Source: an optimization exercise on an open RTL-to-GDS flow (aim: small area and a short achievable clock period). Production flows keep margins and buffers that such runs may drop. In this exercise RTL edits were held to simulation tests only and were not proved equivalent to the original. Power is estimated from default activity; no workload was simulated.

==> flow/design.v (outline; a module is shown in full before it is edited, if it fits) <==
// module alu_decode: 63 lines
// module alu_fx_arith: 834 lines
// module alu_bit_ops: 20 lines
// module alu_result: 17 lines
// module alu_top: 65 lines
module alu_top
#(
    parameter int INT_W  = alu_fx_pkg::INT_W_DEF,
    parameter int FRAC_W = alu_fx_pkg::FRAC_W_DEF,
    parameter int DATA_W = INT_W + FRAC_W
) (
    input  logic              i_clk,
    input  logic              i_rst_n,
    input  logic [DATA_W-1:0] i_data_a,
    input  logic [DATA_W-1:0] i_data_b,
    input  logic [alu_op_pkg::OP_W-1:0]   i_inst,
    output logic              o_busy,
    output logic              o_valid,
    output logic [DATA_W-1:0] o_data
);
  // ...
==> flow/run.sh <==
#!/bin/bash
# synth_recipe.tcl (not shown) runs the flow's synth.tcl, then flattens the netlist and writes it again
# the make line also repeats each setting of config.mk as NAME=value (left out here)
make -C /OpenROAD-flow-scripts/flow DESIGN_CONFIG=/design/flow/config.mk WORK_HOME=/design/flow/orfs CLKGATE_MAP_FILE= SYNTH_SCRIPT=/design/flow/synth_recipe.tcl finish
==> flow/config.mk <==
export PLATFORM = sky130hd
export DESIGN_NAME = alu_top
export DESIGN_NICKNAME = alu_top
export VERILOG_FILES = /design/flow/design.v
export SDC_FILE = /design/flow/constraint.sdc
export NUM_CORES = 4
export LEC_CHECK = 0
export ABC_AREA = 1
export CAP_MARGIN = 20
export CORE_MARGIN = 2
export CORE_UTILIZATION = 40
export SETUP_SLACK_MARGIN = 4
export SLEW_MARGIN = 20
==> flow/constraint.sdc <==
create_clock -name core_clock -period 10.0 [get_ports {i_clk}]
set_input_delay 2.0000 -clock core_clock [delete_from_list [all_inputs] [get_ports {i_clk}]]
set_output_delay 2.0000 -clock core_clock [all_outputs]
set_load 0.01 [all_outputs]
==> impl.org, run 1 <==
** Global route
- Global-route met3 utilization :: 3.521%
- For this run, the total global-route usage over all layers was measured as 27.71%.

** Cells and area
- Number of standard cells in the final layout excluding fillers :: 2192
- Num sequential :: 53
- Buffers outside the clock tree occupy 9.080% of the routed design's cell area.
- Inverter count of the layout excluding clock inverters :: 294
- Registers represent a cell area share of 8.254%.

** Yosys
- Yosys attributes the largest share of cell area to fa_1 20%, nand2_1 13%, xor2_1 11%.
- Of the total synthesized cell area, the portion taken by AND, OR, NAND and NOR gates is 21.77%.
- The synthesized netlist devotes 18.72% of its cell area to compound gates.

** Worst setup path
- Counting stages on the worst path, the most repeated cell is fa_1.
- CP Capture Point :: u_result.o_data[9]
- The number of buffers and inverters on the critical path is 7.
- For this design, the slowest cell found on the critical path is fa_1.

** Min path
- The worst hold path begins at u_decode.state[1].
- Destination of the worst hold path :: u_decode.state[1]

** Clock tree
- Once the clock tree was built, the setup fixing pass inserted 28 buffers.
- Post-cts repair resize count :: 75

** Timing
- For the final routed database, the setup TNS stands at 0 ps.
- Final Hold Viols :: 0
- Final setup violating endpoints :: 0

** Power
- In this run the power spent charging and discharging nets is 2.919 mW.

** Status
- Result of the run :: finished clean

** Floorplan
- The die is 174.2 um tall.

** Route
- In this run the top signal layer used is met4.
==> module alu_decode, before the edit <==
module alu_decode (
    input  logic        i_clk,
    input  logic        i_rst_n,
    input  logic [15:0] i_data_a,
    input  logic [15:0] i_data_b,
    input  logic [3:0]  i_inst,
    output logic        o_busy,
    output logic        o_valid,
    output logic        o_exec,
    output logic [2:0]  o_op,
    output logic [15:0] o_opa,
    output logic [15:0] o_opb
);
    logic [1:0] state;
    always_ff @(posedge i_clk or negedge i_rst_n) begin
        if (!i_rst_n) begin
            state <= 2'd0;
        end else begin
            state <= {state[1] | state[0], ~state[0]};
        end
    end
    assign o_busy  = ~state[0];
    assign o_valid = state[1] & state[0];
    assign o_exec  = state[1] & ~state[0];
    logic is_arith, is_clz, is_lrcw, is_lfsr;
    logic [4:0]  pop;
    logic [4:0]  clz;
    logic        clz_hit;
    logic [2:0]  op_in;
    logic [15:0] opa_in;
    logic [15:0] opb_in;
    assign is_arith = (i_inst[3:2] == 2'b00);
    assign is_clz   = (i_inst == 4'd5);
    assign is_lrcw  = (i_inst == 4'd6);
    assign is_lfsr  = (i_inst == 4'd7) && (i_data_b <= 16'(alu_fx_pkg::LFSR_MAX_STEPS));
    always_comb begin
        pop = '0;
        for (int i = 0; i < 16; i++) pop = pop + 5'(i_data_a[i]);
    end
    always_comb begin
        clz = 5'd16;
        for (int i = 0; i < 16; i++) begin
            if (i_data_a[i]) clz = 5'(15 - i);
        end
    end
    always_comb begin
        op_in  = i_inst[2:0];
        opa_in = i_data_a;
        opb_in = i_data_b;
        if (!is_arith) begin
            op_in       = is_lfsr ? alu_op_pkg::OPI_LFSR : alu_op_pkg::OPI_ROT;
            opa_in[4:0] = is_lrcw ? pop : is_lfsr ? i_data_b[4:0] : 5'd0;
            opb_in      = is_lfsr ? i_data_a :
                          is_lrcw ? i_data_b :
                          is_clz  ? {11'd0, clz} : 16'd0;
        end
    end
    always_ff @(posedge i_clk) begin
        o_opa <= opa_in;
        o_opb <= opb_in;
        o_op  <= op_in;
    end
endmodule
==> module alu_bit_ops, before the edit <==
module alu_bit_ops (
    input  logic        i_lfsr,
    input  logic [4:0]  i_amt,
    input  logic [15:0] i_val,
    output logic [15:0] o_res
);
    logic [15:0] rot;
    logic [15:0] therm;
    logic [15:0] fb;
    assign rot = ({i_val, i_val} << i_amt[3:0]) >> 16;
    always_comb begin
        for (int i = 0; i < 16; i++) therm[i] = (5'(i) < i_amt);
    end
    always_comb begin
        for (int i = 0; i < 16; i++) begin
            fb[i] = i_lfsr ? (rot[(i + 14) % 16] ^ rot[(i + 13) % 16] ^ rot[(i + 11) % 16]) : 1'b1;
        end
    end
    assign o_res = rot ^ (therm & fb);
endmodule
==> module alu_top, before the edit <==
module alu_top
#(
    parameter int INT_W  = alu_fx_pkg::INT_W_DEF,
    parameter int FRAC_W = alu_fx_pkg::FRAC_W_DEF,
    parameter int DATA_W = INT_W + FRAC_W
) (
    input  logic              i_clk,
    input  logic              i_rst_n,
    input  logic [DATA_W-1:0] i_data_a,
    input  logic [DATA_W-1:0] i_data_b,
    input  logic [alu_op_pkg::OP_W-1:0]   i_inst,
    output logic              o_busy,
    output logic              o_valid,
    output logic [DATA_W-1:0] o_data
);
    logic        exec;
    logic [2:0]  op;
    logic [15:0] opa;
    logic [15:0] opb;
    logic [15:0] xrow;
    logic        addsub;
    logic        sub;
    logic [15:0] arith_res;
    logic [15:0] rot_res;
    alu_decode u_decode (
        .i_clk    (i_clk),
        .i_rst_n  (i_rst_n),
        .i_data_a (i_data_a),
        .i_data_b (i_data_b),
        .i_inst   (i_inst),
        .o_busy   (o_busy),
        .o_valid  (o_valid),
        .o_exec   (exec),
        .o_op     (op),
        .o_opa    (opa),
        .o_opb    (opb)
    );
    assign addsub = (op[2:1] == 2'b00);
    assign sub    = (op == alu_op_pkg::OPI_SUB);
    assign xrow   = addsub ? (opb ^ {16{sub}}) :
                    (op == alu_op_pkg::OPI_MAC) ? o_data : 16'h0000;
    alu_fx_arith u_fx_arith (
        .a        (opa),
        .b        (opb),
        .i_addsub (addsub),
        .x     (xrow),
        .sub   (sub),
        .o_res (arith_res)
    );
    alu_bit_ops u_bit_ops (
        .i_lfsr (op == alu_op_pkg::OPI_LFSR),
        .i_amt  (opa[4:0]),
        .i_val  (opb),
        .o_res  (rot_res)
    );
    alu_result u_result (
        .i_clk       (i_clk),
        .i_rst_n     (i_rst_n),
        .i_exec      (exec),
        .i_rot_op    (op[2]),
        .i_arith_res (arith_res),
        .i_rot_res   (rot_res),
        .o_data      (o_data)
    );
endmodule
==> run 2, diff against run 1 <==
--- a/flow/design.v
+++ b/flow/design.v
@@ -4,101 +4,111 @@
         OP_FXADD = 4'd0,
         OP_FXSUB = 4'd1,
         OP_FXMUL = 4'd2,
         OP_FXMAC = 4'd3,
         OP_CLZ   = 4'd5,
         OP_LRCW  = 4'd6,
         OP_LFSR  = 4'd7
     } alu_op_e;
-    localparam logic [2:0] OPI_ADD  = 3'd0;
-    localparam logic [2:0] OPI_SUB  = 3'd1;
-    localparam logic [2:0] OPI_MUL  = 3'd2;
-    localparam logic [2:0] OPI_MAC  = 3'd3;
-    localparam logic [2:0] OPI_ROT  = 3'd4;
-    localparam logic [2:0] OPI_LFSR = 3'd5;
 endpackage
 package alu_fx_pkg;
     localparam int INT_W_DEF  = 6;
     localparam int FRAC_W_DEF = 10;
     localparam int LFSR_MAX_STEPS = 8;  
 endpackage
 module alu_decode (
     input  logic        i_clk,
     input  logic        i_rst_n,
     input  logic [15:0] i_data_a,
     input  logic [15:0] i_data_b,
     input  logic [3:0]  i_inst,
+    input  logic [15:0] i_acc,
     output logic        o_busy,
     output logic        o_valid,
     output logic        o_exec,
-    output logic [2:0]  o_op,
-    output logic [15:0] o_opa,
-    output logic [15:0] o_opb
+    output logic        o_sub,
+    output logic        o_rot,
+    output logic        o_lfsr,
+    output logic        o_lrcw,
+    output logic [15:0] o_m,
+    output logic [23:0] o_d,
+    output logic [15:0] o_x
 );
     logic [1:0] state;
     always_ff @(posedge i_clk or negedge i_rst_n) begin
         if (!i_rst_n) begin
             state <= 2'd0;
         end else begin
             state <= {state[1] | state[0], ~state[0]};
         end
     end
     assign o_busy  = ~state[0];
     assign o_valid = state[1] & state[0];
     assign o_exec  = state[1] & ~state[0];
-    logic is_arith, is_clz, is_lrcw, is_lfsr;
-    logic [4:0]  pop;
+    logic is_addsub, is_sub, is_mul, is_mac, is_rot, is_clz, is_lrcw, is_lfsr;
     logic [4:0]  clz;
-    logic        clz_hit;
-    logic [2:0]  op_in;
-    logic [15:0] opa_in;
-    logic [15:0] opb_in;
-    assign is_arith = (i_inst[3:2] == 2'b00);
-    assign is_clz   = (i_inst == 4'd5);
-    assign is_lrcw  = (i_inst == 4'd6);
-    assign is_lfsr  = (i_inst == 4'd7) && (i_data_b <= 16'(alu_fx_pkg::LFSR_MAX_STEPS));
-    always_comb begin
-        pop = '0;
-        for (int i = 0; i < 16; i++) pop = pop + 5'(i_data_a[i]);
-    end
+    logic [15:0] beff;
+    logic [23:0] d_in;
+    logic [15:0] x_in;
+    logic [4:0]  amt;
+    logic [15:0] rval;
+    assign is_addsub = (i_inst[3:1] == 3'b000);
+    assign is_sub    = (i_inst == 4'd1);
+    assign is_mul    = (i_inst == 4'd2);
+    assign is_mac    = (i_inst == 4'd3);
+    assign is_rot    = !(is_addsub || is_mul || is_mac);
+    assign is_clz    = (i_inst == 4'd5);
+    assign is_lrcw   = (i_inst == 4'd6);
+    assign is_lfsr   = (i_inst == 4'd7) && (i_data_b <= 16'(alu_fx_pkg::LFSR_MAX_STEPS));
     always_comb begin
         clz = 5'd16;
         for (int i = 0; i < 16; i++) begin
             if (i_data_a[i]) clz = 5'(15 - i);
         end
     end
+    assign beff = is_addsub ? 16'h0400 : i_data_b;
     always_comb begin
-        op_in  = i_inst[2:0];
-        opa_in = i_data_a;
-        opb_in = i_data_b;
-        if (!is_arith) begin
-            op_in       = is_lfsr ? alu_op_pkg::OPI_LFSR : alu_op_pkg::OPI_ROT;
-            opa_in[4:0] = is_lrcw ? pop : is_lfsr ? i_data_b[4:0] : 5'd0;
-            opb_in      = is_lfsr ? i_data_a :
-                          is_lrcw ? i_data_b :
-                          is_clz  ? {11'd0, clz} : 16'd0;
+        for (int k = 0; k < 8; k++) begin
+            logic b1, b0, bm;
+            b1 = beff[2*k+1];
+            b0 = beff[2*k];
+            bm = (k == 0) ? 1'b0 : beff[2*k-1];
+            d_in[3*k]   = b1;
+            d_in[3*k+1] = b0 ^ bm;
+            d_in[3*k+2] = (b1 & ~b0 & ~bm) | (~b1 & b0 & bm);
         end
     end
+    assign amt  = is_lfsr ? i_data_b[4:0] : 5'd0;
+    assign rval = is_lfsr ? i_data_a :
+                  is_lrcw ? i_data_b :
+                  is_clz  ? {11'd0, clz} : 16'd0;
+    always_comb begin
+        if (is_addsub)   x_in = i_data_b ^ {16{is_sub}};
+        else if (is_mac) x_in = i_acc;
+        else if (is_rot) x_in = rval;
+        else             x_in = 16'd0;
+    end
     always_ff @(posedge i_clk) begin
-        o_opa <= opa_in;
-        o_opb <= opb_in;
-        o_op  <= op_in;
+        o_m    <= i_data_a;
+        o_d    <= is_lrcw ? {8'd0, i_data_a} : is_rot ? {19'd0, amt} : d_in;
+        o_x    <= x_in;
+        o_sub  <= is_sub;
+        o_rot  <= is_rot;
+        o_lfsr <= is_lfsr;
+        o_lrcw <= is_lrcw;
     end
 endmodule
 module alu_fx_arith (
     input  logic [15:0] a,
-    input  logic [15:0] b,
-    input  logic        i_addsub,
+    input  logic [23:0] d,
     input  logic [15:0] x,
     input  logic        sub,
     output logic [15:0] o_res
 );
-    logic [15:0] bq;
-    assign bq = i_addsub ? 16'h0400 : b;
     logic neg_0;
     logic one_0;
     logic two_0;
     logic pp_0_0;
     logic pp_0_1;
     logic pp_0_2;
     logic pp_0_3;
     logic pp_0_4;
@@ -497,19 +507,19 @@
     logic fc122;
     logic fs123;
     logic fc123;
     logic iv124;
     logic fs125;
     logic fc125;
     logic fs126;
     logic fc126;
-    assign neg_0 = bq[1];
-    assign one_0 = bq[0] ^ 1'b0;
-    assign two_0 = (bq[1] & ~bq[0] & ~1'b0) | (~bq[1] & bq[0] & 1'b0);
+    assign neg_0 = d[0];
+    assign one_0 = d[1];
+    assign two_0 = d[2];
     assign pp_0_0 = ((one_0 & a[0]) | (two_0 & 1'b0)) ^ neg_0;
     assign pp_0_1 = ((one_0 & a[1]) | (two_0 & a[0])) ^ neg_0;
     assign pp_0_2 = ((one_0 & a[2]) | (two_0 & a[1])) ^ neg_0;
     assign pp_0_3 = ((one_0 & a[3]) | (two_0 & a[2])) ^ neg_0;
     assign pp_0_4 = ((one_0 & a[4]) | (two_0 & a[3])) ^ neg_0;
     assign pp_0_5 = ((one_0 & a[5]) | (two_0 & a[4])) ^ neg_0;
     assign pp_0_6 = ((one_0 & a[6]) | (two_0 & a[5])) ^ neg_0;
     assign pp_0_7 = ((one_0 & a[7]) | (two_0 & a[6])) ^ neg_0;
@@ -517,19 +527,19 @@
     assign pp_0_9 = ((one_0 & a[9]) | (two_0 & a[8])) ^ neg_0;
     assign pp_0_10 = ((one_0 & a[10]) | (two_0 & a[9])) ^ neg_0;
     assign pp_0_11 = ((one_0 & a[11]) | (two_0 & a[10])) ^ neg_0;
     assign pp_0_12 = ((one_0 & a[12]) | (two_0 & a[11])) ^ neg_0;
     assign pp_0_13 = ((one_0 & a[13]) | (two_0 & a[12])) ^ neg_0;
     assign pp_0_14 = ((one_0 & a[14]) | (two_0 & a[13])) ^ neg_0;
     assign pp_0_15 = ((one_0 & a[15]) | (two_0 & a[14])) ^ neg_0;
     assign pp_0_16 = ~(((one_0 & a[15]) | (two_0 & a[15])) ^ neg_0);
-    assign neg_1 = bq[3];
-    assign one_1 = bq[2] ^ bq[1];
-    assign two_1 = (bq[3] & ~bq[2] & ~bq[1]) | (~bq[3] & bq[2] & bq[1]);
+    assign neg_1 = d[3];
+    assign one_1 = d[4];
+    assign two_1 = d[5];
     assign pp_1_0 = ((one_1 & a[0]) | (two_1 & 1'b0)) ^ neg_1;
     assign pp_1_1 = ((one_1 & a[1]) | (two_1 & a[0])) ^ neg_1;
     assign pp_1_2 = ((one_1 & a[2]) | (two_1 & a[1])) ^ neg_1;
     assign pp_1_3 = ((one_1 & a[3]) | (two_1 & a[2])) ^ neg_1;
     assign pp_1_4 = ((one_1 & a[4]) | (two_1 & a[3])) ^ neg_1;
     assign pp_1_5 = ((one_1 & a[5]) | (two_1 & a[4])) ^ neg_1;
     assign pp_1_6 = ((one_1 & a[6]) | (two_1 & a[5])) ^ neg_1;
     assign pp_1_7 = ((one_1 & a[7]) | (two_1 & a[6])) ^ neg_1;
@@ -537,19 +547,19 @@
     assign pp_1_9 = ((one_1 & a[9]) | (two_1 & a[8])) ^ neg_1;
     assign pp_1_10 = ((one_1 & a[10]) | (two_1 & a[9])) ^ neg_1;
     assign pp_1_11 = ((one_1 & a[11]) | (two_1 & a[10])) ^ neg_1;
     assign pp_1_12 = ((one_1 & a[12]) | (two_1 & a[11])) ^ neg_1;
     assign pp_1_13 = ((one_1 & a[13]) | (two_1 & a[12])) ^ neg_1;
     assign pp_1_14 = ((one_1 & a[14]) | (two_1 & a[13])) ^ neg_1;
     assign pp_1_15 = ((one_1 & a[15]) | (two_1 & a[14])) ^ neg_1;
     assign pp_1_16 = ~(((one_1 & a[15]) | (two_1 & a[15])) ^ neg_1);
-    assign neg_2 = bq[5];
-    assign one_2 = bq[4] ^ bq[3];
-    assign two_2 = (bq[5] & ~bq[4] & ~bq[3]) | (~bq[5] & bq[4] & bq[3]);
+    assign neg_2 = d[6];
+    assign one_2 = d[7];
+    assign two_2 = d[8];
     assign pp_2_0 = ((one_2 & a[0]) | (two_2 & 1'b0)) ^ neg_2;
     assign pp_2_1 = ((one_2 & a[1]) | (two_2 & a[0])) ^ neg_2;
     assign pp_2_2 = ((one_2 & a[2]) | (two_2 & a[1])) ^ neg_2;
     assign pp_2_3 = ((one_2 & a[3]) | (two_2 & a[2])) ^ neg_2;
     assign pp_2_4 = ((one_2 & a[4]) | (two_2 & a[3])) ^ neg_2;
     assign pp_2_5 = ((one_2 & a[5]) | (two_2 & a[4])) ^ neg_2;
     assign pp_2_6 = ((one_2 & a[6]) | (two_2 & a[5])) ^ neg_2;
     assign pp_2_7 = ((one_2 & a[7]) | (two_2 & a[6])) ^ neg_2;
@@ -557,19 +567,19 @@
     assign pp_2_9 = ((one_2 & a[9]) | (two_2 & a[8])) ^ neg_2;
     assign pp_2_10 = ((one_2 & a[10]) | (two_2 & a[9])) ^ neg_2;
     assign pp_2_11 = ((one_2 & a[11]) | (two_2 & a[10])) ^ neg_2;
     assign pp_2_12 = ((one_2 & a[12]) | (two_2 & a[11])) ^ neg_2;
     assign pp_2_13 = ((one_2 & a[13]) | (two_2 & a[12])) ^ neg_2;
     assign pp_2_14 = ((one_2 & a[14]) | (two_2 & a[13])) ^ neg_2;
     assign pp_2_15 = ((one_2 & a[15]) | (two_2 & a[14])) ^ neg_2;
     assign pp_2_16 = ~(((one_2 & a[15]) | (two_2 & a[15])) ^ neg_2);
-    assign neg_3 = bq[7];
-    assign one_3 = bq[6] ^ bq[5];
-    assign two_3 = (bq[7] & ~bq[6] & ~bq[5]) | (~bq[7] & bq[6] & bq[5]);
+    assign neg_3 = d[9];
+    assign one_3 = d[10];
+    assign two_3 = d[11];
     assign pp_3_0 = ((one_3 & a[0]) | (two_3 & 1'b0)) ^ neg_3;
     assign pp_3_1 = ((one_3 & a[1]) | (two_3 & a[0])) ^ neg_3;
     assign pp_3_2 = ((one_3 & a[2]) | (two_3 & a[1])) ^ neg_3;
     assign pp_3_3 = ((one_3 & a[3]) | (two_3 & a[2])) ^ neg_3;
     assign pp_3_4 = ((one_3 & a[4]) | (two_3 & a[3])) ^ neg_3;
     assign pp_3_5 = ((one_3 & a[5]) | (two_3 & a[4])) ^ neg_3;
     assign pp_3_6 = ((one_3 & a[6]) | (two_3 & a[5])) ^ neg_3;
     assign pp_3_7 = ((one_3 & a[7]) | (two_3 & a[6])) ^ neg_3;
@@ -577,19 +587,19 @@
     assign pp_3_9 = ((one_3 & a[9]) | (two_3 & a[8])) ^ neg_3;
     assign pp_3_10 = ((one_3 & a[10]) | (two_3 & a[9])) ^ neg_3;
     assign pp_3_11 = ((one_3 & a[11]) | (two_3 & a[10])) ^ neg_3;
     assign pp_3_12 = ((one_3 & a[12]) | (two_3 & a[11])) ^ neg_3;
     assign pp_3_13 = ((one_3 & a[13]) | (two_3 & a[12])) ^ neg_3;
     assign pp_3_14 = ((one_3 & a[14]) | (two_3 & a[13])) ^ neg_3;
     assign pp_3_15 = ((one_3 & a[15]) | (two_3 & a[14])) ^ neg_3;
     assign pp_3_16 = ~(((one_3 & a[15]) | (two_3 & a[15])) ^ neg_3);
-    assign neg_4 = bq[9];
-    assign one_4 = bq[8] ^ bq[7];
-    assign two_4 = (bq[9] & ~bq[8] & ~bq[7]) | (~bq[9] & bq[8] & bq[7]);
+    assign neg_4 = d[12];
+    assign one_4 = d[13];
+    assign two_4 = d[14];
     assign pp_4_0 = ((one_4 & a[0]) | (two_4 & 1'b0)) ^ neg_4;
     assign pp_4_1 = ((one_4 & a[1]) | (two_4 & a[0])) ^ neg_4;
     assign pp_4_2 = ((one_4 & a[2]) | (two_4 & a[1])) ^ neg_4;
     assign pp_4_3 = ((one_4 & a[3]) | (two_4 & a[2])) ^ neg_4;
     assign pp_4_4 = ((one_4 & a[4]) | (two_4 & a[3])) ^ neg_4;
     assign pp_4_5 = ((one_4 & a[5]) | (two_4 & a[4])) ^ neg_4;
     assign pp_4_6 = ((one_4 & a[6]) | (two_4 & a[5])) ^ neg_4;
     assign pp_4_7 = ((one_4 & a[7]) | (two_4 & a[6])) ^ neg_4;
@@ -597,19 +607,19 @@
     assign pp_4_9 = ((one_4 & a[9]) | (two_4 & a[8])) ^ neg_4;
     assign pp_4_10 = ((one_4 & a[10]) | (two_4 & a[9])) ^ neg_4;
     assign pp_4_11 = ((one_4 & a[11]) | (two_4 & a[10])) ^ neg_4;
     assign pp_4_12 = ((one_4 & a[12]) | (two_4 & a[11])) ^ neg_4;
     assign pp_4_13 = ((one_4 & a[13]) | (two_4 & a[12])) ^ neg_4;
     assign pp_4_14 = ((one_4 & a[14]) | (two_4 & a[13])) ^ neg_4;
     assign pp_4_15 = ((one_4 & a[15]) | (two_4 & a[14])) ^ neg_4;
     assign pp_4_16 = ~(((one_4 & a[15]) | (two_4 & a[15])) ^ neg_4);
-    assign neg_5 = bq[11];
-    assign one_5 = bq[10] ^ bq[9];
-    assign two_5 = (bq[11] & ~bq[10] & ~bq[9]) | (~bq[11] & bq[10] & bq[9]);
+    assign neg_5 = d[15];
+    assign one_5 = d[16];
+    assign two_5 = d[17];
     assign pp_5_0 = ((one_5 & a[0]) | (two_5 & 1'b0)) ^ neg_5;
     assign pp_5_1 = ((one_5 & a[1]) | (two_5 & a[0])) ^ neg_5;
     assign pp_5_2 = ((one_5 & a[2]) | (two_5 & a[1])) ^ neg_5;
     assign pp_5_3 = ((one_5 & a[3]) | (two_5 & a[2])) ^ neg_5;
     assign pp_5_4 = ((one_5 & a[4]) | (two_5 & a[3])) ^ neg_5;
     assign pp_5_5 = ((one_5 & a[5]) | (two_5 & a[4])) ^ neg_5;
     assign pp_5_6 = ((one_5 & a[6]) | (two_5 & a[5])) ^ neg_5;
     assign pp_5_7 = ((one_5 & a[7]) | (two_5 & a[6])) ^ neg_5;
@@ -617,19 +627,19 @@
     assign pp_5_9 = ((one_5 & a[9]) | (two_5 & a[8])) ^ neg_5;
     assign pp_5_10 = ((one_5 & a[10]) | (two_5 & a[9])) ^ neg_5;
     assign pp_5_11 = ((one_5 & a[11]) | (two_5 & a[10])) ^ neg_5;
     assign pp_5_12 = ((one_5 & a[12]) | (two_5 & a[11])) ^ neg_5;
     assign pp_5_13 = ((one_5 & a[13]) | (two_5 & a[12])) ^ neg_5;
     assign pp_5_14 = ((one_5 & a[14]) | (two_5 & a[13])) ^ neg_5;
     assign pp_5_15 = ((one_5 & a[15]) | (two_5 & a[14])) ^ neg_5;
     assign pp_5_16 = ~(((one_5 & a[15]) | (two_5 & a[15])) ^ neg_5);
-    assign neg_6 = bq[13];
-    assign one_6 = bq[12] ^ bq[11];
-    assign two_6 = (bq[13] & ~bq[12] & ~bq[11]) | (~bq[13] & bq[12] & bq[11]);
+    assign neg_6 = d[18];
+    assign one_6 = d[19];
+    assign two_6 = d[20];
     assign pp_6_0 = ((one_6 & a[0]) | (two_6 & 1'b0)) ^ neg_6;
     assign pp_6_1 = ((one_6 & a[1]) | (two_6 & a[0])) ^ neg_6;
     assign pp_6_2 = ((one_6 & a[2]) | (two_6 & a[1])) ^ neg_6;
     assign pp_6_3 = ((one_6 & a[3]) | (two_6 & a[2])) ^ neg_6;
     assign pp_6_4 = ((one_6 & a[4]) | (two_6 & a[3])) ^ neg_6;
     assign pp_6_5 = ((one_6 & a[5]) | (two_6 & a[4])) ^ neg_6;
     assign pp_6_6 = ((one_6 & a[6]) | (two_6 & a[5])) ^ neg_6;
     assign pp_6_7 = ((one_6 & a[7]) | (two_6 & a[6])) ^ neg_6;
@@ -637,19 +647,19 @@
     assign pp_6_9 = ((one_6 & a[9]) | (two_6 & a[8])) ^ neg_6;
     assign pp_6_10 = ((one_6 & a[10]) | (two_6 & a[9])) ^ neg_6;
     assign pp_6_11 = ((one_6 & a[11]) | (two_6 & a[10])) ^ neg_6;
     assign pp_6_12 = ((one_6 & a[12]) | (two_6 & a[11])) ^ neg_6;
     assign pp_6_13 = ((one_6 & a[13]) | (two_6 & a[12])) ^ neg_6;
     assign pp_6_14 = ((one_6 & a[14]) | (two_6 & a[13])) ^ neg_6;
     assign pp_6_15 = ((one_6 & a[15]) | (two_6 & a[14])) ^ neg_6;
     assign pp_6_16 = ~(((one_6 & a[15]) | (two_6 & a[15])) ^ neg_6);
-    assign neg_7 = bq[15];
-    assign one_7 = bq[14] ^ bq[13];
-    assign two_7 = (bq[15] & ~bq[14] & ~bq[13]) | (~bq[15] & bq[14] & bq[13]);
+    assign neg_7 = d[21];
+    assign one_7 = d[22];
+    assign two_7 = d[23];
     assign pp_7_0 = ((one_7 & a[0]) | (two_7 & 1'b0)) ^ neg_7;
     assign pp_7_1 = ((one_7 & a[1]) | (two_7 & a[0])) ^ neg_7;
     assign pp_7_2 = ((one_7 & a[2]) | (two_7 & a[1])) ^ neg_7;
     assign pp_7_3 = ((one_7 & a[3]) | (two_7 & a[2])) ^ neg_7;
     assign pp_7_4 = ((one_7 & a[4]) | (two_7 & a[3])) ^ neg_7;
     assign pp_7_5 = ((one_7 & a[5]) | (two_7 & a[4])) ^ neg_7;
     assign pp_7_6 = ((one_7 & a[6]) | (two_7 & a[5])) ^ neg_7;
     assign pp_7_7 = ((one_7 & a[7]) | (two_7 & a[6])) ^ neg_7;
@@ -908,28 +918,283 @@
     assign iv124 = ~pp_6_15;
     assign fs125 = iv124 ^ pp_7_13 ^ fc98;
     assign fc125 = (iv124 & pp_7_13) | (iv124 & fc98) | (pp_7_13 & fc98);
     assign fs126 = pp_6_15 ^ pp_6_16 ^ pp_7_14;
     assign fc126 = (pp_6_15 & pp_6_16) | (pp_6_15 & pp_7_14) | (pp_6_16 & pp_7_14);
     logic [31:0] r0, r1, p;
     assign r0 = {1'b1, pp_7_15, fc126, fc125, fc123, fc122, fc121, fc120, fc119, fc118, fc117, fc116, fc115, fc114, fc113, fc112, fc111, fc110, fc109, fc108, fc107, fc106, fc105, fc104, fc103, fc102, fc101, hc100, hc99, hs99, pp_0_1, neg_0};
     assign r1 = {1'b0, pp_7_16, ~pp_7_15, fs126, fs125, fs123, fs122, fs121, fs120, fs119, fs118, fs117, fs116, fs115, fs114, fs113, fs112, fs111, fs110, fs109, fs108, fs107, fs106, fs105, fs104, fs103, fs102, fs101, hs100, pp_1_0, 1'b0, pp_0_0};
-    assign p = r0 + r1;
+    logic [31:0] g, t, c;
+    assign g = r0 & r1;
+    assign t = r0 ^ r1;
+    logic gg0, pp0;
+    assign gg0 = g[1] | (t[1] & g[0]);
+    assign pp0 = t[1] & t[0];
+    logic gg1, pp1;
+    assign gg1 = g[3] | (t[3] & g[2]);
+    assign pp1 = t[3] & t[2];
+    logic gg2, pp2;
+    assign gg2 = g[5] | (t[5] & g[4]);
+    assign pp2 = t[5] & t[4];
+    logic gg3, pp3;
+    assign gg3 = g[7] | (t[7] & g[6]);
+    assign pp3 = t[7] & t[6];
+    logic gg4, pp4;
+    assign gg4 = g[9] | (t[9] & g[8]);
+    assign pp4 = t[9] & t[8];
+    logic gg5, pp5;
+    assign gg5 = g[11] | (t[11] & g[10]);
+    assign pp5 = t[11] & t[10];
+    logic gg6, pp6;
+    assign gg6 = g[13] | (t[13] & g[12]);
+    assign pp6 = t[13] & t[12];
+    logic gg7, pp7;
+    assign gg7 = g[15] | (t[15] & g[14]);
+    assign pp7 = t[15] & t[14];
+    logic gg8, pp8;
+    assign gg8 = g[17] | (t[17] & g[16]);
+    assign pp8 = t[17] & t[16];
+    logic gg9, pp9;
+    assign gg9 = g[19] | (t[19] & g[18]);
+    assign pp9 = t[19] & t[18];
+    logic gg10, pp10;
+    assign gg10 = g[21] | (t[21] & g[20]);
+    assign pp10 = t[21] & t[20];
+    logic gg11, pp11;
+    assign gg11 = g[23] | (t[23] & g[22]);
+    assign pp11 = t[23] & t[22];
+    logic gg12, pp12;
+    assign gg12 = g[25] | (t[25] & g[24]);
+    assign pp12 = t[25] & t[24];
+    logic gg13, pp13;
+    assign gg13 = g[27] | (t[27] & g[26]);
+    assign pp13 = t[27] & t[26];
+    logic gg14, pp14;
+    assign gg14 = g[29] | (t[29] & g[28]);
+    assign pp14 = t[29] & t[28];
+    logic gg15, pp15;
+    assign gg15 = g[31] | (t[31] & g[30]);
+    assign pp15 = t[31] & t[30];
+    logic gg16, pp16;
+    assign gg16 = g[2] | (t[2] & gg0);
+    assign pp16 = t[2] & pp0;
+    logic gg17, pp17;
+    assign gg17 = gg1 | (pp1 & gg0);
+    assign pp17 = pp1 & pp0;
+    logic gg18, pp18;
+    assign gg18 = g[6] | (t[6] & gg2);
+    assign pp18 = t[6] & pp2;
+    logic gg19, pp19;
+    assign gg19 = gg3 | (pp3 & gg2);
+    assign pp19 = pp3 & pp2;
+    logic gg20, pp20;
+    assign gg20 = g[10] | (t[10] & gg4);
+    assign pp20 = t[10] & pp4;
+    logic gg21, pp21;
+    assign gg21 = gg5 | (pp5 & gg4);
+    assign pp21 = pp5 & pp4;
+    logic gg22, pp22;
+    assign gg22 = g[14] | (t[14] & gg6);
+    assign pp22 = t[14] & pp6;
+    logic gg23, pp23;
+    assign gg23 = gg7 | (pp7 & gg6);
+    assign pp23 = pp7 & pp6;
+    logic gg24, pp24;
+    assign gg24 = g[18] | (t[18] & gg8);
+    assign pp24 = t[18] & pp8;
+    logic gg25, pp25;
+    assign gg25 = gg9 | (pp9 & gg8);
+    assign pp25 = pp9 & pp8;
+    logic gg26, pp26;
+    assign gg26 = g[22] | (t[22] & gg10);
+    assign pp26 = t[22] & pp10;
+    logic gg27, pp27;
+    assign gg27 = gg11 | (pp11 & gg10);
+    assign pp27 = pp11 & pp10;
+    logic gg28, pp28;
+    assign gg28 = g[26] | (t[26] & gg12);
+    assign pp28 = t[26] & pp12;
+    logic gg29, pp29;
+    assign gg29 = gg13 | (pp13 & gg12);
+    assign pp29 = pp13 & pp12;
+    logic gg30, pp30;
+    assign gg30 = g[30] | (t[30] & gg14);
+    assign pp30 = t[30] & pp14;
+    logic gg31, pp31;
+    assign gg31 = gg15 | (pp15 & gg14);
+    assign pp31 = pp15 & pp14;
+    logic gg32, pp32;
+    assign gg32 = g[4] | (t[4] & gg17);
+    assign pp32 = t[4] & pp17;
+    logic gg33, pp33;
+    assign gg33 = gg2 | (pp2 & gg17);
+    assign pp33 = pp2 & pp17;
+    logic gg34, pp34;
+    assign gg34 = gg18 | (pp18 & gg17);
+    assign pp34 = pp18 & pp17;
+    logic gg35, pp35;
+    assign gg35 = gg19 | (pp19 & gg17);
+    assign pp35 = pp19 & pp17;
+    logic gg36, pp36;
+    assign gg36 = g[12] | (t[12] & gg21);
+    assign pp36 = t[12] & pp21;
+    logic gg37, pp37;
+    assign gg37 = gg6 | (pp6 & gg21);
+    assign pp37 = pp6 & pp21;
+    logic gg38, pp38;
+    assign gg38 = gg22 | (pp22 & gg21);
+    assign pp38 = pp22 & pp21;
+    logic gg39, pp39;
+    assign gg39 = gg23 | (pp23 & gg21);
+    assign pp39 = pp23 & pp21;
+    logic gg40, pp40;
+    assign gg40 = g[20] | (t[20] & gg25);
+    assign pp40 = t[20] & pp25;
+    logic gg41, pp41;
+    assign gg41 = gg10 | (pp10 & gg25);
+    assign pp41 = pp10 & pp25;
+    logic gg42, pp42;
+    assign gg42 = gg26 | (pp26 & gg25);
+    assign pp42 = pp26 & pp25;
+    logic gg43, pp43;
+    assign gg43 = gg27 | (pp27 & gg25);
+    assign pp43 = pp27 & pp25;
+    logic gg44, pp44;
+    assign gg44 = g[28] | (t[28] & gg29);
+    assign pp44 = t[28] & pp29;
+    logic gg45, pp45;
+    assign gg45 = gg14 | (pp14 & gg29);
+    assign pp45 = pp14 & pp29;
+    logic gg46, pp46;
+    assign gg46 = gg30 | (pp30 & gg29);
+    assign pp46 = pp30 & pp29;
+    logic gg47, pp47;
+    assign gg47 = gg31 | (pp31 & gg29);
+    assign pp47 = pp31 & pp29;
+    logic gg48, pp48;
+    assign gg48 = g[8] | (t[8] & gg35);
+    assign pp48 = t[8] & pp35;
+    logic gg49, pp49;
+    assign gg49 = gg4 | (pp4 & gg35);
+    assign pp49 = pp4 & pp35;
+    logic gg50, pp50;
+    assign gg50 = gg20 | (pp20 & gg35);
+    assign pp50 = pp20 & pp35;
+    logic gg51, pp51;
+    assign gg51 = gg21 | (pp21 & gg35);
+    assign pp51 = pp21 & pp35;
+    logic gg52, pp52;
+    assign gg52 = gg36 | (pp36 & gg35);
+    assign pp52 = pp36 & pp35;
+    logic gg53, pp53;
+    assign gg53 = gg37 | (pp37 & gg35);
+    assign pp53 = pp37 & pp35;
+    logic gg54, pp54;
+    assign gg54 = gg38 | (pp38 & gg35);
+    assign pp54 = pp38 & pp35;
+    logic gg55, pp55;
+    assign gg55 = gg39 | (pp39 & gg35);
+    assign pp55 = pp39 & pp35;
+    logic gg56, pp56;
+    assign gg56 = g[24] | (t[24] & gg43);
+    assign pp56 = t[24] & pp43;
+    logic gg57, pp57;
+    assign gg57 = gg12 | (pp12 & gg43);
+    assign pp57 = pp12 & pp43;
+    logic gg58, pp58;
+    assign gg58 = gg28 | (pp28 & gg43);
+    assign pp58 = pp28 & pp43;
+    logic gg59, pp59;
+    assign gg59 = gg29 | (pp29 & gg43);
+    assign pp59 = pp29 & pp43;
+    logic gg60, pp60;
+    assign gg60 = gg44 | (pp44 & gg43);
+    assign pp60 = pp44 & pp43;
+    logic gg61, pp61;
+    assign gg61 = gg45 | (pp45 & gg43);
+    assign pp61 = pp45 & pp43;
+    logic gg62, pp62;
+    assign gg62 = gg46 | (pp46 & gg43);
+    assign pp62 = pp46 & pp43;
+    logic gg63, pp63;
+    assign gg63 = gg47 | (pp47 & gg43);
+    assign pp63 = pp47 & pp43;
+    logic gg64, pp64;
+    assign gg64 = g[16] | (t[16] & gg55);
+    assign pp64 = t[16] & pp55;
+    logic gg65, pp65;
+    assign gg65 = gg8 | (pp8 & gg55);
+    assign pp65 = pp8 & pp55;
+    logic gg66, pp66;
+    assign gg66 = gg24 | (pp24 & gg55);
+    assign pp66 = pp24 & pp55;
+    logic gg67, pp67;
+    assign gg67 = gg25 | (pp25 & gg55);
+    assign pp67 = pp25 & pp55;
+    logic gg68, pp68;
+    assign gg68 = gg40 | (pp40 & gg55);
+    assign pp68 = pp40 & pp55;
+    logic gg69, pp69;
+    assign gg69 = gg41 | (pp41 & gg55);
+    assign pp69 = pp41 & pp55;
+    logic gg70, pp70;
+    assign gg70 = gg42 | (pp42 & gg55);
+    assign pp70 = pp42 & pp55;
+    logic gg71, pp71;
+    assign gg71 = gg43 | (pp43 & gg55);
+    assign pp71 = pp43 & pp55;
+    logic gg72, pp72;
+    assign gg72 = gg56 | (pp56 & gg55);
+    assign pp72 = pp56 & pp55;
+    logic gg73, pp73;
+    assign gg73 = gg57 | (pp57 & gg55);
+    assign pp73 = pp57 & pp55;
+    logic gg74, pp74;
+    assign gg74 = gg58 | (pp58 & gg55);
+    assign pp74 = pp58 & pp55;
+    logic gg75, pp75;
+    assign gg75 = gg59 | (pp59 & gg55);
+    assign pp75 = pp59 & pp55;
+    logic gg76, pp76;
+    assign gg76 = gg60 | (pp60 & gg55);
+    assign pp76 = pp60 & pp55;
+    logic gg77, pp77;
+    assign gg77 = gg61 | (pp61 & gg55);
+    assign pp77 = pp61 & pp55;
+    logic gg78, pp78;
+    assign gg78 = gg62 | (pp62 & gg55);
+    assign pp78 = pp62 & pp55;
+    logic gg79, pp79;
+    assign gg79 = gg63 | (pp63 & gg55);
+    assign pp79 = pp63 & pp55;
+    assign c = {gg78, gg77, gg76, gg75, gg74, gg73, gg72, gg71, gg70, gg69, gg68, gg67, gg66, gg65, gg64, gg55, gg54, gg53, gg52, gg51, gg50, gg49, gg48, gg35, gg34, gg33, gg32, gg17, gg16, gg0, g[0], 1'b0};
+    assign p = t ^ c;
     logic fits;
     assign fits = (&p[31:25]) | ~(|p[31:25]);
     assign o_res = fits ? p[25:10] : {p[31], {15{~p[31]}}};
 endmodule
 module alu_bit_ops (
     input  logic        i_lfsr,
-    input  logic [4:0]  i_amt,
+    input  logic        i_lrcw,
+    input  logic [15:0] i_d,
     input  logic [15:0] i_val,
     output logic [15:0] o_res
 );
+    logic [4:0]  i_amt;
     logic [15:0] rot;
+    logic [1:0]  p2 [8];
+    logic [2:0]  p3 [4];
+    logic [3:0]  p4 [2];
+    always_comb begin
+        for (int i = 0; i < 8; i++) p2[i] = {1'b0, i_d[2*i]} + {1'b0, i_d[2*i+1]};
+        for (int i = 0; i < 4; i++) p3[i] = {1'b0, p2[2*i]} + {1'b0, p2[2*i+1]};
+        for (int i = 0; i < 2; i++) p4[i] = {1'b0, p3[2*i]} + {1'b0, p3[2*i+1]};
+    end
+    assign i_amt = i_lrcw ? ({1'b0, p4[0]} + {1'b0, p4[1]}) : i_d[4:0];
     logic [15:0] therm;
     logic [15:0] fb;
     assign rot = ({i_val, i_val} << i_amt[3:0]) >> 16;
     always_comb begin
         for (int i = 0; i < 16; i++) therm[i] = (5'(i) < i_amt);
     end
     always_comb begin
         for (int i = 0; i < 16; i++) begin
@@ -966,57 +1231,59 @@
     input  logic [DATA_W-1:0] i_data_a,
     input  logic [DATA_W-1:0] i_data_b,
     input  logic [alu_op_pkg::OP_W-1:0]   i_inst,
     output logic              o_busy,
     output logic              o_valid,
     output logic [DATA_W-1:0] o_data
 );
     logic        exec;
-    logic [2:0]  op;
-    logic [15:0] opa;
-    logic [15:0] opb;
-    logic [15:0] xrow;
-    logic        addsub;
     logic        sub;
+    logic        rot;
+    logic        lfsr;
+    logic        lrcw;
+    logic [15:0] m;
+    logic [23:0] d;
+    logic [15:0] x;
     logic [15:0] arith_res;
     logic [15:0] rot_res;
     alu_decode u_decode (
         .i_clk    (i_clk),
         .i_rst_n  (i_rst_n),
         .i_data_a (i_data_a),
         .i_data_b (i_data_b),
         .i_inst   (i_inst),
+        .i_acc    (o_data),
         .o_busy   (o_busy),
         .o_valid  (o_valid),
         .o_exec   (exec),
-        .o_op     (op),
-        .o_opa    (opa),
-        .o_opb    (opb)
+        .o_sub    (sub),
+        .o_rot    (rot),
+        .o_lfsr   (lfsr),
+        .o_lrcw   (lrcw),
+        .o_m      (m),
+        .o_d      (d),
+        .o_x      (x)
     );
-    assign addsub = (op[2:1] == 2'b00);
-    assign sub    = (op == alu_op_pkg::OPI_SUB);
-    assign xrow   = addsub ? (opb ^ {16{sub}}) :
-                    (op == alu_op_pkg::OPI_MAC) ? o_data : 16'h0000;
     alu_fx_arith u_fx_arith (
-        .a        (opa),
-        .b        (opb),
-        .i_addsub (addsub),
-        .x     (xrow),
+        .a     (m),
+        .d     (d),
+        .x     (x),
         .sub   (sub),
         .o_res (arith_res)
     );
     alu_bit_ops u_bit_ops (
-        .i_lfsr (op == alu_op_pkg::OPI_LFSR),
-        .i_amt  (opa[4:0]),
-        .i_val  (opb),
+        .i_lfsr (lfsr),
+        .i_lrcw (lrcw),
+        .i_d    (d[15:0]),
+        .i_val  (x),
         .o_res  (rot_res)
     );
     alu_result u_result (
         .i_clk       (i_clk),
         .i_rst_n     (i_rst_n),
         .i_exec      (exec),
-        .i_rot_op    (op[2]),
+        .i_rot_op    (rot),
         .i_arith_res (arith_res),
         .i_rot_res   (rot_res),
         .o_data      (o_data)
     );
 endmodule
==> run 2 against run 1 <==
Critical path depth down 8. Area after synthesis up 7.7%. Synthesized cell count up 4.9%. Register-to-register slack better by 280 ps. Count of clock-buffer cells in the layout up 7. Core utilization down 3.5 points. Combinational power down 52%. Critical endpoint is now u_result.o_data[3]. Highest routed layer is now met5.
==> impl.org, run 2 <==
** Route
- Summed over all layers, the routed wires come to 47.34 mm.
- After detailed routing, the average wire length per cell comes to 21.05 um.
- Detailed-route via count :: 13147
- In the routed layout, each cell is associated on average with a via count of 5.846.
- 1st-iter DRT viols :: 1385
- 1st-pass router iterations :: 6
- Number of routed nets with antenna violations :: 0
- DRC viols :: 0

** Timing
- The total setup violations reported at the end of the flow is 0 (unchanged).
- Setup repair after global routing missed its margin :: false
- Dividing the final minimum period by the clock period gives 56.81%.
- At the pin with the least slew margin, the transition time is 960.9 ps.
- The accumulated negative setup slack was 0 ps (unchanged).
- Final Hold Viols :: 0 (unchanged)
- Relative slew slack :: 35.70%
- Setup skew after layout :: 10.53 ps
- The smallest clock period supported by the final layout is computed as 5681 ps.
- Highest clock rate :: 176.0 MHz
- Total count of max-transition violations in the final report :: 0

** Yosys
- Dominant synthesized flop cell :: dfxtp_1
- By instance count, the leading cell after synthesis is nand2_1.
- Synth cell count leaders :: 364 x nand2_1, 304 x nand3_1, 237 x inv_1
- Cell accounting for the most synthesized area :: fa_1
- The share of the Yosys chip area taken by registers is 13.24%.
- Share of Yosys cell area claimed by the top area cell type :: 18.78%
- Async set-reset flop share out of synthesis :: 23.08%
- Mean instance size in the synthesized netlist :: 6.867 um^2
- In the post-synthesis netlist, the biggest area contributors are fa_1 19%, nand3_1 12%, nand2_1 11%.
- YS warnings :: 6
- Count of flip-flops with a built-in enable after synthesis :: 0
- Gate count after technology mapping :: 1816
- After synthesis the cells add up to 12470 um^2.
- Syn Nets :: 2020
- Yosys mapped the design onto 51 distinct sky130hd cell types.
- Flip-flop and latch count after synthesis :: 78

** Floorplan
- Die boundary width :: 180.6 um
- The vertical die dimension was 180.6 um (+3.7%).
- Number of placement rows :: 64
- The die covers 32610 um^2.
- Area of the core :: 30670 um^2
- IO Pins :: 56
- Initial core utilization :: 40.66%

** Cells and area
- 0 antenna diodes ended up in the layout.
- Most common cell after layout, fill and taps aside :: nand2_1
- The post-route netlist has 6.908% of its cells at a drive strength greater than 1.
- Number of standard cells in the final layout excluding fillers :: 2249 (+2.6%)
- The register with the most flip-flops in the layout has 24 of them.
- Commonest cells after routing, fill and taps aside :: 361 x nand2_1, 303 x nand3_1, 221 x inv_1
- Relative to the synthesized area, the layout overhead comes to 12.30%.
- In the final layout, flip-flops and latches occupy 1669 um^2.
- Area used by multi-input combinational logic :: 9510 um^2
- For this run, the post-layout net count is 2053.
- u_decode.o_d holds more flip-flops than any other register.
- The filler cells instantiated in the layout total 3135.

** Worst setup path
- The worst setup path is launched from a register.
- Data arrival at the endpoint of the critical path :: 5920 ps
- Type of destination of the critical path :: register
- STA puts the critical path data required time at 10240 ps.
- Critical Path Fanout Max :: 15
- The worst register-to-register path begins at u_decode.o_m[15].
- R2R Setup Slk :: 4320 ps
- Worst r2r path cells :: 25
- Worst flop-to-flop path endpoint :: u_result.o_data[3]
- The setup path with the least slack is of type register to register.

** Global route
- The number of antenna violations at the first check in global routing is 2.
- GRT overflow :: 0
- Overall routing resource usage :: 28.52% (+0.81 points)
- The via count of the first global-routing pass was 12675.
- First-pass GRT wire length :: 72.83 mm
- Largest net degree at the start of global routing :: 36

** Power
- Peak VDD IR :: 0.2145 mV
- Static Leak :: 6.794 nW
- Dividing total power by cell area gives a power density of 204.6 nW/um^2.

** Status
- The run finished with no timing, DRC or antenna violations.

** Clock tree
- The clock reaches the later pin of the worst-skew pair after 330 ps.
- Clock transition at the registers of the reported paths :: 60 ps
- TritonCTS clock tree :: done
- The root buffer cell chosen for the clock tree is clkbuf_16.
- Clock Sink Count :: 78
- Buffers inserted during clock tree synthesis total 9.
- Max H-tree Level :: 3
- Deepest clock path buffer count :: 2
- Hold repair after CTS inserted 0 buffers.

** Min path
- Counting instances, the worst hold path has a depth of 1.
- The path with the worst hold slack has its endpoint at u_decode.state[0].
- Classification of the worst-slack hold path :: register to register
- The startpoint identified for the worst hold timing path is u_decode.state[0].

** Place
- HPWL after detailed placement :: 36.75 mm
- Routability-driven placement finished with a final weighted congestion of 1.007.
- Count of buffers inserted at the top-level ports :: 55
- Cell Count Post-Placement :: 2189

** Flow run
- The tool flagged a number of max-cap violations equal to 0.
run 2: changes by cell type after synthesis, moves of 8 or more:
cell	change
nand2_1	-47
a21oi_1	-28
nand3_1	+229
o2111ai_1	+8
inv_1	-46
nor2_1	+21
a31oi_1	-11
o21ai_0	-61
dfxtp_1	+25
run 2: worst max-delay path, stage by stage, from the launching register on:
cell	delay, ps
dfxtp_2	470
inv_1	270
o22ai_1	270
xor2_1	300
ha_1	190
inv_1	50
fa_1	470
inv_1	60
fa_1	380
fa_1	400
fa_1	520
ha_1	360
a21oi_1	100
o21ai_1	190
nand2_1	90
nand2_2	150
nand3_1	110
nand3_2	210
nand3_1	140
nor2_1	120
nand2_1	140
nand2_4	220
nand2_1	80
nand2_1	70
nand2_1	60
a21oi_1	150
run 2: final cells by class:
class                      count  area share (%)
timing repair buffer         111           7.317
inverter                     251           7.174
clock inverter                 3          0.3038
clock buffer                  12           1.840
tap                          396           3.538
sequential                    78           11.92
multi-input combinational   1398           67.91
run 2: metal layers:
layer  track usage (%)  share of wire [%]
met2             44.79                 44
met5                 0              0.049
met3             4.042                9.2
met4             10.77                3.9
met1             39.79                 42
run 2: power breakdown:
part / leakage, nW / internal, mW / switching [mW]
Combinational: 5.94 / 0.721 / 1.42
Clock: 0.144 / 0.207 / 0.119
Sequential: 0.713 / 0.345 / 0.0524
Total: 6.79 / 1.27 / 1.59
run 2: through the flow:
stage	total power [mW]	setup slack [ps]	hold WS [ps]	utilization (%)	cell area, um^2
after floorplan	1.696	4949	448.1	-	12470
after global placement	2.456	3792	461.3	42.99	13180
after detailed placement	2.434	3730	477.4	43.01	13190
after CTS	2.786	4006	485.2	44.19	13550
after global routing	3.095	4009	512.5	45.66	14000
final	2.866	4319	477.1	45.66	14000
run 2: worst max path at each step:
| stage | from | end | slack (ps) | cells past startpoint |
|---|---|---|---|---|
| after CTS | u_decode.o_m[15] | u_result.o_data[3] | 4010 | 24 |
| after global placement | u_decode.o_d[6] | u_result.o_data[1] | 3790 | 24 |
| after global routing | u_decode.o_d[13] | u_result.o_data[6] | 4010 | 23 |
| after floorplan | u_decode.o_d[6] | u_result.o_data[10] | 4950 | 26 |
| final | u_decode.o_m[15] | u_result.o_data[3] | 4320 | 25 |
| after detailed placement | u_decode.o_d[6] | u_result.o_data[6] | 3730 | 24 |
run 2: logic make-up (layout without fill, tap and decap cells):
kind of cell,count (synthesis),count (layout),synth area share (%)
and+or+nand+nor,801,801,27.82
AOI/OAI and AO/OA,277,277,13.53
DFF,78,78,13.24
buffers and inverters,340,377,10.89
xor gates and xnor gates,154,154,10.82
adders and majority gates,166,166,23.70
run 2: timing repair:
action | CTS | global route
setup buffers | 5 | 40
setup endpoints to repair | 15 | 15
gates resized for setup | 11 | 31

==> port drivers added, routing unchanged <==
The results above use ideal ports. As a check the final layouts listed here were re-extracted and re-timed, cells and wires unchanged.
Step 1: set_driving_cell puts a clkbuf_16 on i_clk and a buf_2 on each other input, an assumption about the parent block.
Step 2 times the ports against the registers' clock, not the clock port: input delays grow and output delays shrink by t, the midpoint of the rising clock arrivals with the driver on.
Slacks: ideal ports / drivers / drivers and shift; pairs: ideal ports / drivers.
run | t, ns | setup slack, ns | worst setup path after step 2 | worst register clock-pin slew, ns | cell pins on the clock port's net
run 1 | 0.342 | 4.040 / 4.040 / 3.786 | input to register | 0.08 / 0.08 | 1
run 2 | 0.362 | 4.319 / 4.319 / 4.319 | register to register | 0.06 / 0.06 | 1
After both steps setup and hold are still met in every run listed. For run 1, which loses most, drivers alone change the setup slack by 0.000 ns; drivers and shift together by -0.254 ns.
